This design comes from an exercise in tuning for small area and a short achievable clock period on the open sky130 flow, not from production work.
At most, simulation tests tie the RTL to the original design; equivalence was not proved.
Power and IR drop assume default switching activity.

==> flow/design.v (excerpt) <==
module pool2x2_stream #(
    parameter int DATA_W   = 16,
    parameter int MAX_COLS = 256,
    parameter int DIM_W    = 9
) (
    input  logic                     pclk,
    input  logic                     rst,
    input  logic [DIM_W-1:0]         cfg_cols,
    input  logic [DIM_W-1:0]         cfg_rows,
    input  logic                     cfg_avg,
    input  logic                     in_valid,
    input  logic                     in_sof,
    input  logic signed [DATA_W-1:0] in_data,
    output logic                     out_valid,
    output logic signed [DATA_W-1:0] out_data,
    output logic                     out_eol,
    output logic                     out_eof,
    output logic                     cfg_err
);
    localparam int DEPTH = 128;                   
    localparam logic [DIM_W:0] MAX_COLS_W = (DIM_W+1)'(MAX_COLS);
    logic                     ok_q, avg_q, err_q;
    logic [DIM_W-1:0]         cols_q, rows_q;
    logic [DIM_W-1:0]         crem_q, rrem_q;     
    logic                     c_odd_q, c_last_q, c_eol_q, c0_q, c1_q;
    logic                     r_odd_q, r_last_q, r_eof_q;
    logic [3:0]               dg0_q, dg1_q, dg2_q;  
    logic                     dg3_q;
    logic                     out_vld_q, out_eol_q, out_eof_q;
    logic signed [DATA_W-1:0] out_dat_q;
    logic signed [DATA_W+1:0] t_q;                
    logic signed [DATA_W:0]   b_q;                
    logic signed [DATA_W:0]   sr [DEPTH];
    logic signed [DATA_W:0]   so [5];             
  ...
Size in the first run: ~3400 cells after synthesis, roughly 59 I/O pins, roughly 76000 sq um of cells after synthesis.
==> flow/config.mk <==
export PLATFORM = sky130hd
export DESIGN_NAME = pool2x2_stream
export DESIGN_NICKNAME = pool2x2_stream
export VERILOG_FILES = /design/flow/design.v
export SDC_FILE = /design/flow/constraint.sdc
export NUM_CORES = 4
export LEC_CHECK = 0
export CAP_MARGIN = 20
export CORE_MARGIN = 2
export CORE_UTILIZATION = 55
export CTS_CLUSTER_DIAMETER = 100
export CTS_CLUSTER_SIZE = 28
export PLACE_DENSITY_LB_ADDON = 0.2
export SETUP_SLACK_MARGIN = 2.9
export SLEW_MARGIN = 20
export SYNTH_HIERARCHICAL = 1
export SYNTH_MINIMUM_KEEP_SIZE = 0
==> flow/constraint.sdc <==
create_clock -name core_clock -period 5.3 [get_ports {pclk}]
set_input_delay 1.0600 -clock core_clock [delete_from_list [all_inputs] [get_ports {pclk}]]
set_output_delay 1.0600 -clock core_clock [all_outputs]
set_load 0.01 [all_outputs]
run.sh (not shown) runs the stock make flow with config.mk's settings and CLKGATE_MAP_FILE= SYNTH_SCRIPT=/design/flow/synth_recipe.tcl, a recipe that flattens the netlist after the stock synthesis.
Rerun with:
--- a/flow/design.v
+++ b/flow/design.v
@@ -42,26 +42,22 @@
     logic [3:0]               shift;              
     logic [6:0]               len;
     logic signed [DATA_W+1:0] inx, t_new;
     logic signed [DATA_W:0]   h, b_new;
     logic signed [DATA_W-1:0] o;
     logic signed [DATA_W-1:0] t16, b16;
-    logic signed [DATA_W+1:0] r_sum, t_sum;
     logic [1:0]               r_gt, t_gt;            
-    logic [DATA_W+1:0]        t_off, b_off, x_off;
-    assign t_off = t_q + (DATA_W+2)'(7 << (DATA_W-1));
-    assign b_off = (DATA_W+2)'(b_q) + (DATA_W+2)'(7 << (DATA_W-1));
-    assign x_off = {2'b00, ~in_data[DATA_W-1], in_data[DATA_W-2:0]};
-    pool2x2_stream_addr #(.W(DATA_W+2)) add_r (.a(t_off), .b(x_off), .s(r_sum));
-    pool2x2_stream_addr #(.W(DATA_W+2)) add_t (.a(b_off), .b(x_off), .s(t_sum));
+    logic        [DATA_W+1:0] r_sp, r_sc, t_sp, t_sc;
+    pool2x2_stream_addr #(.W(DATA_W+2)) add_r (.a(t_q), .b(inx), .p(r_sp), .ci(r_sc));
+    pool2x2_stream_addr #(.W(DATA_W+2)) add_t (.a((DATA_W+2)'(b_q)), .b(inx), .p(t_sp), .ci(t_sc));
     pool2x2_stream_gtr  #(.W(DATA_W), .N(2)) gt_r (.a(DATA_W'(t_q)), .b(in_data), .gt(r_gt));
     pool2x2_stream_gtr  #(.W(DATA_W), .N(2)) gt_t (.a(DATA_W'(b_q)), .b(in_data), .gt(t_gt));
-    pool2x2_stream_selr #(.W(DATA_W))  sel_r (.avg(avg_q), .w0(!r_odd_q), .sum(r_sum), .gt(r_gt),
+    pool2x2_stream_selr #(.W(DATA_W))  sel_r (.avg(avg_q), .w0(!r_odd_q), .sp(r_sp), .sc(r_sc), .gt(r_gt),
                                               .a(DATA_W'(t_q)), .x(in_data), .so(so[4]), .h(h),
                                               .o(o), .bn(b_new));
-    pool2x2_stream_selt #(.W(DATA_W))  sel_t (.avg(avg_q), .use_x(in_sof || !r_odd_q), .sum(t_sum),
+    pool2x2_stream_selt #(.W(DATA_W))  sel_t (.avg(avg_q), .use_x(in_sof || !r_odd_q), .sp(t_sp), .sc(t_sc),
                                               .gt(t_gt), .a(DATA_W'(b_q)), .x(in_data), .y(t_new));
     for (genvar q = 0; q < 4; q++) begin : shq
         pool2x2_stream_shen sh (.v(in_valid), .s(in_sof), .arm(shift_arm), .en(shift[q]));
     end
     assign cfg_legal = (|cfg_cols[DIM_W-1:1]) && (|cfg_rows[DIM_W-1:1]) &&
                        ({1'b0, cfg_cols} <= MAX_COLS_W);
@@ -176,18 +172,21 @@
 endmodule
 module pool2x2_stream_selt #(
     parameter int W = 16
 ) (
     input  logic                avg,
     input  logic                use_x,
-    input  logic signed [W+1:0] sum,
+    input  logic        [W+1:0] sp,
+    input  logic        [W+1:0] sc,
     input  logic [1:0]          gt,
     input  logic signed [W-1:0] a,
     input  logic signed [W-1:0] x,
     output logic signed [W+1:0] y
 );
+    logic signed [W+1:0] sum;
+    assign sum = sp ^ sc;
     logic [W+1:0] ge;
     assign ge = {{(W+2-9){gt[1]}}, {9{gt[0]}}};
     for (genvar i = 0; i < W + 2; i++) begin : bit_
         assign y[i] = use_x ? ((i < W) ? x[i < W ? i : W-1] : x[W-1])
                             : (avg ? sum[i] : (ge[i] ? ((i < W) ? a[i < W ? i : W-1] : a[W-1])
                                                      : ((i < W) ? x[i < W ? i : W-1] : x[W-1])));
@@ -195,21 +194,24 @@
 endmodule
 module pool2x2_stream_selr #(
     parameter int W = 16
 ) (
     input  logic                avg,
     input  logic                w0,
-    input  logic signed [W+1:0] sum,
+    input  logic        [W+1:0] sp,
+    input  logic        [W+1:0] sc,
     input  logic [1:0]          gt,
     input  logic signed [W-1:0] a,
     input  logic signed [W-1:0] x,
     input  logic signed [W:0]   so,
     output logic signed [W:0]   h,
     output logic signed [W-1:0] o,
     output logic signed [W:0]   bn
 );
+    logic signed [W+1:0] sum;
+    assign sum = sp ^ sc;
     logic signed [W-1:0] m;
     logic        [W-1:0] ge;
     assign ge = {{(W-8){gt[1]}}, {8{gt[0]}}};
     assign m  = (ge & a) | (~ge & x);
     assign h  = avg ? sum[W:0] : (W+1)'(m);
     assign o  = avg ? sum[W+1:2] : m;
@@ -271,19 +273,20 @@
 endmodule
 module pool2x2_stream_addr #(
     parameter int W = 18
 ) (
     input  logic [W-1:0] a,
     input  logic [W-1:0] b,
-    output logic [W-1:0] s
+    output logic [W-1:0] p,
+    output logic [W-1:0] ci
 );
-    logic [W-1:0] p, g, c;
+    logic [W-1:0] g, c;
     pool2x2_stream_xor #(.W(W)) px (.a(a), .b(b), .y(p));
     pool2x2_stream_and #(.W(W)) gx (.a(a), .b(b), .y(g));
     pool2x2_stream_pfx #(.W(W)) cx (.p(p), .g(g), .c(c));
-    assign s = p ^ {c[W-2:0], 1'b0};
+    assign ci = {c[W-2:0], 1'b0};
 endmodule
 module pool2x2_stream_gtr #(
     parameter int W = 16,
     parameter int N = 1
 ) (
     input  logic [W-1:0] a,
=> Die area hardly moves; core utilization stays flat; register-to-register slack is better by 0.05 ns; final cell count stays flat; critical path depth does not change; design area stays flat; global-route usage is higher by 0.11 points; sequential power stays flat; clock power is lower slightly; area after synthesis stays flat; clock-buffer cell count is unchanged; synthesized cell count barely changes; sequential share of layout area drops by 0.13 points.
Function was not checked in any run of this note: the RTL went through the layout flow alone.

---

pool2x2_stream, a different RTL version from the one above (not shown whole).
Size: about 3400 cells after synthesis, ~59 I/O pins.
make LEC_CHECK=0 CAP_MARGIN=20 CORE_MARGIN=2 CORE_UTILIZATION=55 CTS_CLUSTER_DIAMETER=100 CTS_CLUSTER_SIZE=28 PLACE_DENSITY_LB_ADDON=0.2 SETUP_SLACK_MARGIN=2.9 SLEW_MARGIN=20 SYNTH_HIERARCHICAL=1 SYNTH_MINIMUM_KEEP_SIZE=0 finish   # period 5.3 ns
Then changed:
--- a/flow/design.v
+++ b/flow/design.v
@@ -31,48 +31,44 @@
     logic signed [DATA_W+1:0] t_q;                
     logic signed [DATA_W:0]   b_q;                
     logic signed [DATA_W:0]   sr [DEPTH];
     logic signed [DATA_W:0]   so [5];             
     localparam logic [76:0] TAP = {7'd127, 7'd63, 7'd47, 7'd31, 7'd15, 7'd11, 7'd7,
                                    7'd3, 7'd2, 7'd1, 7'd0};
     logic [3:0]               sel1;
     logic [6:0]               sel2;
     logic [9:0]               sel3;
     logic [10:0]              sel4;
-    logic                     sof, acc, cfg_legal, shift_arm;
-    logic [3:0]               shift;              
+    logic                     sof, acc, cfg_legal, shift;
     logic [6:0]               len;
     logic signed [DATA_W+1:0] inx, t_new;
     logic signed [DATA_W:0]   h, b_new;
     logic signed [DATA_W-1:0] o;
     logic signed [DATA_W-1:0] t16, b16;
     logic signed [DATA_W+1:0] r_sum, t_sum;
     logic [1:0]               r_gt, t_gt;            
     pool2x2_stream_addr #(.W(DATA_W+2)) add_r (.a(t_q), .b(inx), .s(r_sum));
     pool2x2_stream_addr #(.W(DATA_W+2)) add_t (.a((DATA_W+2)'(b_q)), .b(inx), .s(t_sum));
     pool2x2_stream_gtr  #(.W(DATA_W), .N(2)) gt_r (.a(DATA_W'(t_q)), .b(in_data), .gt(r_gt));
     pool2x2_stream_gtr  #(.W(DATA_W), .N(2)) gt_t (.a(DATA_W'(b_q)), .b(in_data), .gt(t_gt));
     pool2x2_stream_selr #(.W(DATA_W))  sel_r (.avg(avg_q), .w0(!r_odd_q), .sum(r_sum), .gt(r_gt),
                                               .a(DATA_W'(t_q)), .x(in_data), .so(so[4]), .h(h),
                                               .o(o), .bn(b_new));
     pool2x2_stream_selt #(.W(DATA_W))  sel_t (.avg(avg_q), .use_x(in_sof || !r_odd_q), .sum(t_sum),
                                               .gt(t_gt), .a(DATA_W'(b_q)), .x(in_data), .y(t_new));
-    for (genvar q = 0; q < 4; q++) begin : shq
-        pool2x2_stream_shen sh (.v(in_valid), .s(in_sof), .arm(shift_arm), .en(shift[q]));
-    end
     assign cfg_legal = (|cfg_cols[DIM_W-1:1]) && (|cfg_rows[DIM_W-1:1]) &&
                        ({1'b0, cfg_cols} <= MAX_COLS_W);
     always_comb begin
         sof   = in_valid && in_sof;
         len   = 7'((cfg_cols >> 1) - DIM_W'(1));
         acc   = in_valid && !in_sof;
-        shift_arm = r_odd_q ? (!c_odd_q && !c_last_q) : c_odd_q;
+        shift = acc && (r_odd_q ? (!c_odd_q && !c_last_q) : c_odd_q);
         inx   = (DATA_W+2)'(in_data);
         t16   = DATA_W'(t_q);
         b16   = DATA_W'(b_q);
         sel1 = dg0_q;
         sel2 = {dg1_q[3:1], sel1 & {4{dg1_q[0]}}};
         sel3 = {dg2_q[3:1], sel2 & {7{dg2_q[0]}}};
         sel4 = {dg3_q, sel3 & {10{!dg3_q}}};
         so[0] = sr[0];
         so[1] = '0;
         so[2] = '0;
@@ -147,25 +143,23 @@
         out_eol_q <= c_eol_q;
         out_eof_q <= c_eol_q && r_eof_q;
         if (sof || (in_valid && !c_odd_q)) begin
             t_q <= t_new;
         end
         if (acc && c_odd_q && (r_odd_q || c1_q)) begin
             b_q <= b_new;
         end
     end
     always_ff @(posedge pclk) begin
-        if (shift[0]) begin
+        if (shift) begin
             sr[0] <= h;
-        end
-        for (int k = 1; k < DEPTH; k++) begin
-            if (shift[k / (DEPTH / 4)]) begin
+            for (int k = 1; k < DEPTH; k++) begin
                 sr[k] <= (k == 1 || k == 4 || k == 16 || k == 64) ? so[k == 1 ? 0 : k == 4 ? 1 : k == 16 ? 2 : 3]
                                                                   : sr[k-1];
             end
         end
     end
     assign out_valid = out_vld_q;
     assign out_data  = out_dat_q;
     assign out_eol   = out_eol_q;
     assign out_eof   = out_eof_q;
     assign cfg_err   = err_q;
@@ -301,45 +295,33 @@
     input  logic [W-1:0] p,
     input  logic [W-1:0] g,
     output logic [W-1:0] c
 );
     localparam int L = $clog2(W);
     logic [W-1:0] gg [L+1];
     logic [W-1:0] pp [L+1];
     assign gg[0] = g;
     assign pp[0] = p;
     for (genvar l = 0; l < L; l++) begin : lvl
-        localparam int D = 2 ** l;
-        localparam int PL = (2 * D < W) ? 2 * D : W - 1;
-        logic [W-1:D]  go;
-        logic [W-1:PL] po;
-        pool2x2_stream_pfxl #(.W(W), .D(D), .PL(PL)) u (.gi(gg[l]), .pi(pp[l]), .go(go), .po(po));
-        assign gg[l+1] = {go, gg[l][D-1:0]};
-        assign pp[l+1] = {po, pp[l][PL-1:0]};
+        pool2x2_stream_pfxl #(.W(W), .D(2**l)) u (.gi(gg[l]), .pi(pp[l]), .go(gg[l+1]), .po(pp[l+1]));
     end
     assign c = gg[L];
 endmodule
 module pool2x2_stream_pfxl #(
-    parameter int W  = 18,
-    parameter int D  = 1,
-    parameter int PL = 2
+    parameter int W = 18,
+    parameter int D = 1
 ) (
-    input  logic [W-1:0]  gi,
-    input  logic [W-1:0]  pi,
-    output logic [W-1:D]  go,
-    output logic [W-1:PL] po
-);
-    for (genvar i = D; i < W; i++) begin : g_
-        assign go[i] = gi[i] | (pi[i] & gi[i-D]);
-    end
-    for (genvar i = PL; i < W; i++) begin : p_
-        assign po[i] = pi[i] & pi[i-D];
+    input  logic [W-1:0] gi,
+    input  logic [W-1:0] pi,
+    output logic [W-1:0] go,
+    output logic [W-1:0] po
+);
+    for (genvar i = 0; i < W; i++) begin : bit_
+        if (i >= D) begin : comb
+            assign go[i] = gi[i] | (pi[i] & gi[i-D]);
+            assign po[i] = pi[i] & pi[i-D];
+        end else begin : pass
+            assign go[i] = gi[i];
+            assign po[i] = pi[i];
+        end
     end
 endmodule
-module pool2x2_stream_shen (
-    input  logic v,
-    input  logic s,
-    input  logic arm,
-    output logic en
-);
-    assign en = v & ~s & arm;
-endmodule
Effect: The changed run passed the timing, DRC and antenna checks; sequential power rises by about 4%; setup slack is worse by 54 ps; synthesized area rises by 0.59%; maximum frequency falls by about 2.2%; cell area is about the same; hold slack is worse by 20 ps; global-route usage falls by 0.61 points; die area rises by 0.59%; total power rises by 3.9%.

port drivers added, routing unchanged:
No port has a modelled driver above. Below, the same layouts with a new extraction and two added sets of constraints. Step 1 (the two cells are an assumption about what drives the block):
set clk [get_ports {pclk}]
set_driving_cell -lib_cell sky130_fd_sc_hd__clkbuf_16 $clk
set_driving_cell -lib_cell sky130_fd_sc_hd__buf_2 [delete_from_list [all_inputs] $clk]
Step 2 adds t to the input delays and takes it off the output delays; t is the mean of the earliest and latest rising clock arrival at the registers after step 1. Input paths then give back, and output paths get back, about the clock's delay inside the block. Three values: ideal, step 1, step 2; two values: the first two.
| run | t, ns | setup slack, ns | worst setup path after step 2 |
|---|---|---|---|
| the first run of note 1 | 0.800 | 2.852 / 2.820 / 2.092 | input to register |
| the second run of note 1 | 0.780 | 2.874 / 2.854 / 2.109 | input to register |
| the first run of note 2 | 0.811 | 2.870 / 2.808 / 2.082 | input to register |
| the second run of note 2 | 0.810 | 2.816 / 2.861 / 2.062 | input to register |
After both steps every run listed still meets setup and hold. For the first run of note 2, which loses most, drivers alone change the setup slack by -0.062 ns; drivers and shift together by -0.788 ns.
